Context: an optimization exercise on an open-source flow, tuned for small area and a short achievable clock period. The choices shown serve that exercise and are no tape-out recipe. Function was checked by simulation only, so behaviour that the tests miss may differ from the original. Power and IR drop assume default switching activity.

===== flow/design.v =====
package cnn_pkg;
    localparam int DATA_W   = 21;
    localparam int POOL_W   = DATA_W - 1;
    localparam int MAX_W    = 256;
    localparam int DIM_W    = 9;
    localparam int LB_DEPTH = MAX_W / 2;
    localparam int LB_AW    = $clog2(LB_DEPTH);
    localparam logic [DIM_W-1:0] MAX_W_DIM = DIM_W'(MAX_W);
    typedef enum logic {
        IDLE = 1'b0,
        RUN  = 1'b1
    } state_t;
endpackage
import cnn_pkg::*;
module pool_line_buffer
(
    input  logic              clk,
    input  logic              we,
    input  logic [LB_AW-1:0]  waddr,
    input  logic [POOL_W-1:0] wdata,
    input  logic              re,
    input  logic [LB_AW-1:0]  raddr,
    output logic [POOL_W-1:0] rdata
);
    logic [POOL_W-1:0] mem [LB_DEPTH];
    always_ff @(posedge clk) begin
        if (we) begin
            mem[waddr] <= wdata;
        end
        if (re) begin
            rdata <= mem[raddr];
        end
    end
endmodule
import cnn_pkg::*;
module relu_maxpool
(
    input  logic              clk,
    input  logic              rst,
    input  logic              clear,
    input  logic              start,
    input  logic [DIM_W-1:0]  map_width,
    input  logic [DIM_W-1:0]  map_height,
    input  logic [DATA_W-1:0] in_data,
    input  logic              in_valid,
    output logic [POOL_W-1:0] out,
    output logic              done,
    output logic              frame_done,
    output logic              busy,
    output logic              cfg_err
);
    cnn_pkg::state_t    state_q, state_d;
    logic [DIM_W-1:0]   w_q, h_q, col_q, row_q;
    logic [POOL_W-1:0]  hold_q, out_q;
    logic               done_q, frame_done_q, busy_q, cfg_err_q;
    logic               accept, last_col, last_row, frame_end, dims_ok;
    logic [POOL_W-1:0]  v, pm, win;
    logic               lb_we, lb_re;
    logic [LB_AW-1:0]   lb_addr;
    logic [POOL_W-1:0]  lb_rdata;
    always_comb begin
        v         = in_data[DATA_W-1] ? '0 : in_data[DATA_W-2:0];
        pm        = (hold_q >= v) ? hold_q : v;
        win       = (pm >= lb_rdata) ? pm : lb_rdata;
        accept    = (state_q == RUN) && in_valid;
        last_col  = (col_q == w_q - DIM_W'(1));
        last_row  = (row_q == h_q - DIM_W'(1));
        frame_end = accept && last_col && last_row;
        dims_ok   = (map_width >= DIM_W'(2)) && (map_width <= MAX_W_DIM) &&
                    (map_height >= DIM_W'(2));
        lb_addr   = col_q[LB_AW:1];
        lb_we     = accept && col_q[0] && !row_q[0] && !last_row;
        lb_re     = accept && !col_q[0] && row_q[0];
    end
    always_comb begin
        state_d = state_q;
        case (state_q)
            IDLE: if (start && dims_ok) state_d = RUN;
            RUN:  if (frame_end)            state_d = IDLE;
            default: state_d = IDLE;
        endcase
    end
    always_ff @(posedge clk) begin
        if (rst || clear) begin
            state_q      <= IDLE;
            w_q          <= '0;
            h_q          <= '0;
            col_q        <= '0;
            row_q        <= '0;
            hold_q       <= '0;
            out_q        <= '0;
            done_q       <= 1'b0;
            frame_done_q <= 1'b0;
            busy_q       <= 1'b0;
            if (rst) begin
                cfg_err_q <= 1'b0;
            end
        end else begin
            state_q      <= state_d;
            done_q       <= 1'b0;
            frame_done_q <= 1'b0;
            if (state_q == IDLE && start) begin
                if (dims_ok) begin
                    w_q       <= map_width;
                    h_q       <= map_height;
                    col_q     <= '0;
                    row_q     <= '0;
                    busy_q    <= 1'b1;
                    cfg_err_q <= 1'b0;
                end else begin
                    cfg_err_q <= 1'b1;
                end
            end
            if (accept) begin
                if (last_col) begin
                    col_q <= '0;
                    row_q <= last_row ? '0 : row_q + DIM_W'(1);
                end else begin
                    col_q <= col_q + DIM_W'(1);
                end
                if (!col_q[0]) begin
                    hold_q <= v;
                end else if (row_q[0]) begin
                    out_q  <= win;
                    done_q <= 1'b1;
                end
                if (frame_end) begin
                    frame_done_q <= 1'b1;
                    busy_q       <= 1'b0;
                end
            end
        end
    end
    pool_line_buffer u_line_buf (
        .clk   (clk),
        .we    (lb_we),
        .waddr (lb_addr),
        .wdata (pm),
        .re    (lb_re),
        .raddr (lb_addr),
        .rdata (lb_rdata)
    );
    assign out        = out_q;
    assign done       = done_q;
    assign frame_done = frame_done_q;
    assign busy       = busy_q;
    assign cfg_err    = cfg_err_q;
endmodule

===== flow/run.sh =====
#!/bin/bash
# synth_recipe.tcl (not shown) runs the flow's synth.tcl, then flattens the netlist and writes it again
# the make line also repeats each setting of config.mk as NAME=value (left out here)
make -C /OpenROAD-flow-scripts/flow DESIGN_CONFIG=/design/flow/config.mk WORK_HOME=/design/flow/orfs CLKGATE_MAP_FILE= SYNTH_SCRIPT=/design/flow/synth_recipe.tcl finish

===== flow/config.mk =====
export PLATFORM = sky130hd
export DESIGN_NAME = relu_maxpool
export DESIGN_NICKNAME = relu_maxpool
export VERILOG_FILES = /design/flow/design.v
export SDC_FILE = /design/flow/constraint.sdc
export NUM_CORES = 4
export LEC_CHECK = 0
export CAP_MARGIN = 20
export CORE_MARGIN = 2
export CORE_UTILIZATION = 40
export SLEW_MARGIN = 20

===== flow/constraint.sdc =====
create_clock -name core_clock -period 5.5 [get_ports {clk}]
set_input_delay 1.1000 -clock core_clock [delete_from_list [all_inputs] [get_ports {clk}]]
set_output_delay 1.1000 -clock core_clock [all_outputs]
set_load 0.01 [all_outputs]

==> results.toml <==
[synth]
ys_warn_count = 2
syn_nets = 6265
ys_seq_elements = 2661
synth_enable_flop_cells = 2581
ys.flop_type = "edfxtp_1"
async_reset_ff_share_pct = 0
netlist_instances = 6177
avgSynthCellArea_um2 = 16.75
netlist_area_mm2 = 0.1035
seq_area_frac_synth_pct = 76.44
yosys.cell_types.count = 88

[cells_and_area]
layout.cells.non_filler = 10250
final_core_util_pct = 47.01
layout_common_cells = "edfxtp_1 (2581), buf_4 (492), mux2i_1 (384)"
nFillCells = 21610
layout-drive-gt1-share_pct = 19.31
layout.nets = 6753
mostFrequentLayoutCell = "edfxtp_1"
syn_to_final_growth_pct = 16.82
fin_area_mm2 = 0.1209

[clock_network]
clk_pin_slew_ns = 0.06
post_cts_buffers = 0
root_buffer = "clkbuf_16"
holdBufCountCts = 0
htreeDepth = 5
cts_tree = "built"
clk_latency_ns = 0.96
postCtsResizedCells = 0
clkSinkCount = 2661
cts_made_buffers = 289
clk_path_buf_depth = 4

[detailed_routing]
dr.first_iter.drc_count = 12670
drc_errors = 0
post_drt_wl_per_cell_um = 37.61
routed_wl_um = 385600
dr.pass1.iters = 8
ant_nets = 0
via_count = 66140
via_per_inst = 6.450

[floorplanning]
core_area_mm2 = 0.2572
die_height_um = 512.6
start_util_pct = 40.24
io_pins = 68
dieWidth_um = 512.6
dieArea_mm2 = 0.2628
num_rows = 186

[power]
comb_power_share_pct = 1.6
power_switching_uw = 8305
pwr-share-seq_pct = 53.6
sw_frac_of_total_pct = 20.02
p_leak_uw = 0.03833
pwr_density_cell_mw_per_mm2 = 343.2
ir_drop_mv = 0.3565
internal-power_uw = 33190
clockPowerShare_pct = 44.8

[global_route]
grt_first_pass_wirelength_um = 523700
antenna_found_initial = 23
grt_max_degree = 130
grt_usage_pct = 28.61
globalRouteOverflowTotal = 0
first_global_vias = 62040

[sta]
tns_ns = 0
drv_slew = 0
fmax_ghz = 0.2124
finalClockSkew_ns = 0.07900
period_share_pct = 85.62
rsz0062_at_grt = "false"
period_minus_slack_ns = 4.709
worst_pin_slew_ns = 1.321
finalSetupViolCount = 0
final_hold_viol_count = 0
hold-worst-slack_ns = 0.4847
relSlewSlack_pct = 11.10

[worst_setup_path]
worstSetupEndpointType = "flop"
cp_max_fo = 31
cp.required_ns = 6.32
max_stage_delay_ns = 0.94
path_cells = "buf_4, and3b_4, buf_4, a22o_1, a211oi_1, a2bb2oi_1, o22ai_1, or4_1, o211ai_1, buf_4"
slowest_stage = "dfxtp_4"
cpMostUsedCell = "buf_4"
startpoint_type = "flop"
worst_ep_arrival_time_ns = 5.53
critPathKind = "flop to flop"

[place]
gp_congestion = 0.9940
dpl.cell_count = 9757
place_area_mm2 = 0.1121
port_buffers = 67
dp_hpwl_um = 231200

[min_path]
min_path_type = "flop to flop"

[status]
status = "timing/DRC/antenna clean"

[run]
maxCapViolations = 0
==> final cells by class <==
cell class | count | area [um^2] | area share [%]
diodes | 10 | 25.02 | 0.02070
clock buffers | 363 | 7595 | 6.283
clock inverters | 123 | 1171 | 0.9688
inverters | 54 | 210.2 | 0.1739
multi-input cells | 3042 | 23010 | 19.04
flip-flops and latches | 2661 | 79120 | 65.45
well taps | 3384 | 4234 | 3.503
repair buffers | 617 | 5517 | 4.563
==> synth_stat cells, types with 33 or more instances <==
cell type	number	area [um^2]
a211oi_1	45	337.8
a21oi_1	255	1276
a221oi_1	239	2093
a222oi_1	34	340.3
a22o_1	59	516.8
a22oi_1	327	2455
a31oi_1	49	306.5
buf_1	60	225.2
buf_2	150	750.7
clkbuf_1	163	611.8
dfxtp_1	80	1602
edfxtp_1	2581	77500
ha_1	44	550.5
inv_1	50	187.7
mux2_2	133	1498
mux2i_1	403	4034
mux4_2	35	788.3
nand2_1	226	848.3
nand2b_1	34	212.7
nand3_1	33	165.2
nor2_1	380	1426
o21ai_0	165	825.8
o22ai_1	135	844.6
==> through the flow <==
step	power [uW]	worst slack (ns)
6_report	41490	0.7910
5_1_grt	42340	0.9110
4_1_cts	41530	1.135
3_5_place_dp	23300	0.1515
3_3_place_gp	23280	0.1218
2_1_floorplan	22980	-0.3703
==> cell families after synthesis <==
group	Yosys count	synth area share (%)
AO/OA/AOI/OAI	1567	10.90
flip-flops	2661	76.44
multiplexers	572	6.118
adder cells (fa/ha/maj)	44	0.5320
AND/OR/NAND/NOR	836	3.655
XOR/XNOR	23	0.2128
buffers and inverters	474	2.136
==> worst paths after layout <==
path	start	to	slack, ns	cells past startpoint
max	col_q[2]$_SDFFE_PP0P_	u_line_buf.rdata[10]$_DFFE_PP_	0.79	10
min	out_q[6]$_SDFFE_PP0P_	out_q[6]$_SDFFE_PP0P_	0.48	1
max reg2reg	col_q[2]$_SDFFE_PP0P_	u_line_buf.rdata[10]$_DFFE_PP_	0.79	10
min reg2reg	out_q[6]$_SDFFE_PP0P_	out_q[6]$_SDFFE_PP0P_	0.48	1
==> registers in the layout (all words and copies together), names as in the netlist <==
signal,flops
h_q,9
busy_q,1
state_q,1
col_q,9
u_line_buf.rdata,20
frame_done_q,1
done_q,1
row_q,9
w_q,9
u_line_buf.mem,2560
cfg_err_q,1
out_q,20
hold_q,20
==> worst max-delay path: cells and delay by family (launching register included) <==
kind | cells | cell delay, ns
buffers and inverters | 3 | 1.04
flip-flops | 1 | 0.94
AND/OR/NAND/NOR | 2 | 1.06
AO/OA/AOI/OAI | 5 | 1.51
==> per-layer routing <==
metal	wire (um)	part of all wire (%)	up-vias	global-route usage, %
li1	-	-	26100	-
met5	142	0.037	-	0.7306
met1	139800	36	33890	37.79
met2	167900	44	5159	42.39
met4	26360	6.8	8	16.76
met3	51370	13	974	7.675
==> power groups by stage <==
| stage | Combinational, uW | Sequential (uW) | Clock [uW] |
|---|---|---|---|
| final | 645 | 22200 | 18600 |
| after global routing | 668 | 22200 | 19400 |
| after CTS | 631 | 22200 | 18700 |
| after detailed placement | 629 | 22700 | 0 |
| after global placement | 610 | 22700 | 0 |
| after floorplan | 288 | 22700 | 0 |

## static timing again, ports no longer ideal
Ports are ideal in the flow. The routed layout listed here was re-timed in OpenROAD. Step 1 (the two cells are an assumption about what drives the block):
set clk [get_ports {clk}]
set_driving_cell -lib_cell sky130_fd_sc_hd__clkbuf_16 $clk
set_driving_cell -lib_cell sky130_fd_sc_hd__buf_2 [delete_from_list [all_inputs] $clk]
Step 2, shift: input delay + t, output delay - t, t = (earliest + latest rising clock arrival at the registers) / 2. This alone moves slack from input paths to output paths. a / b / c = ideal / step 1 / step 2; a / b = the first two.
shift t [ns]: 1.032
setup slack, ns: 0.791 / 0.791 / 0.095
slew at the worst register clock pin (ns): 0.07 / 0.07
worst data-port slew with drivers (ns): 0.06
After both steps this run still meets setup and hold. For this run, drivers alone change the setup slack by 0.000 ns; drivers and shift together by -0.696 ns.
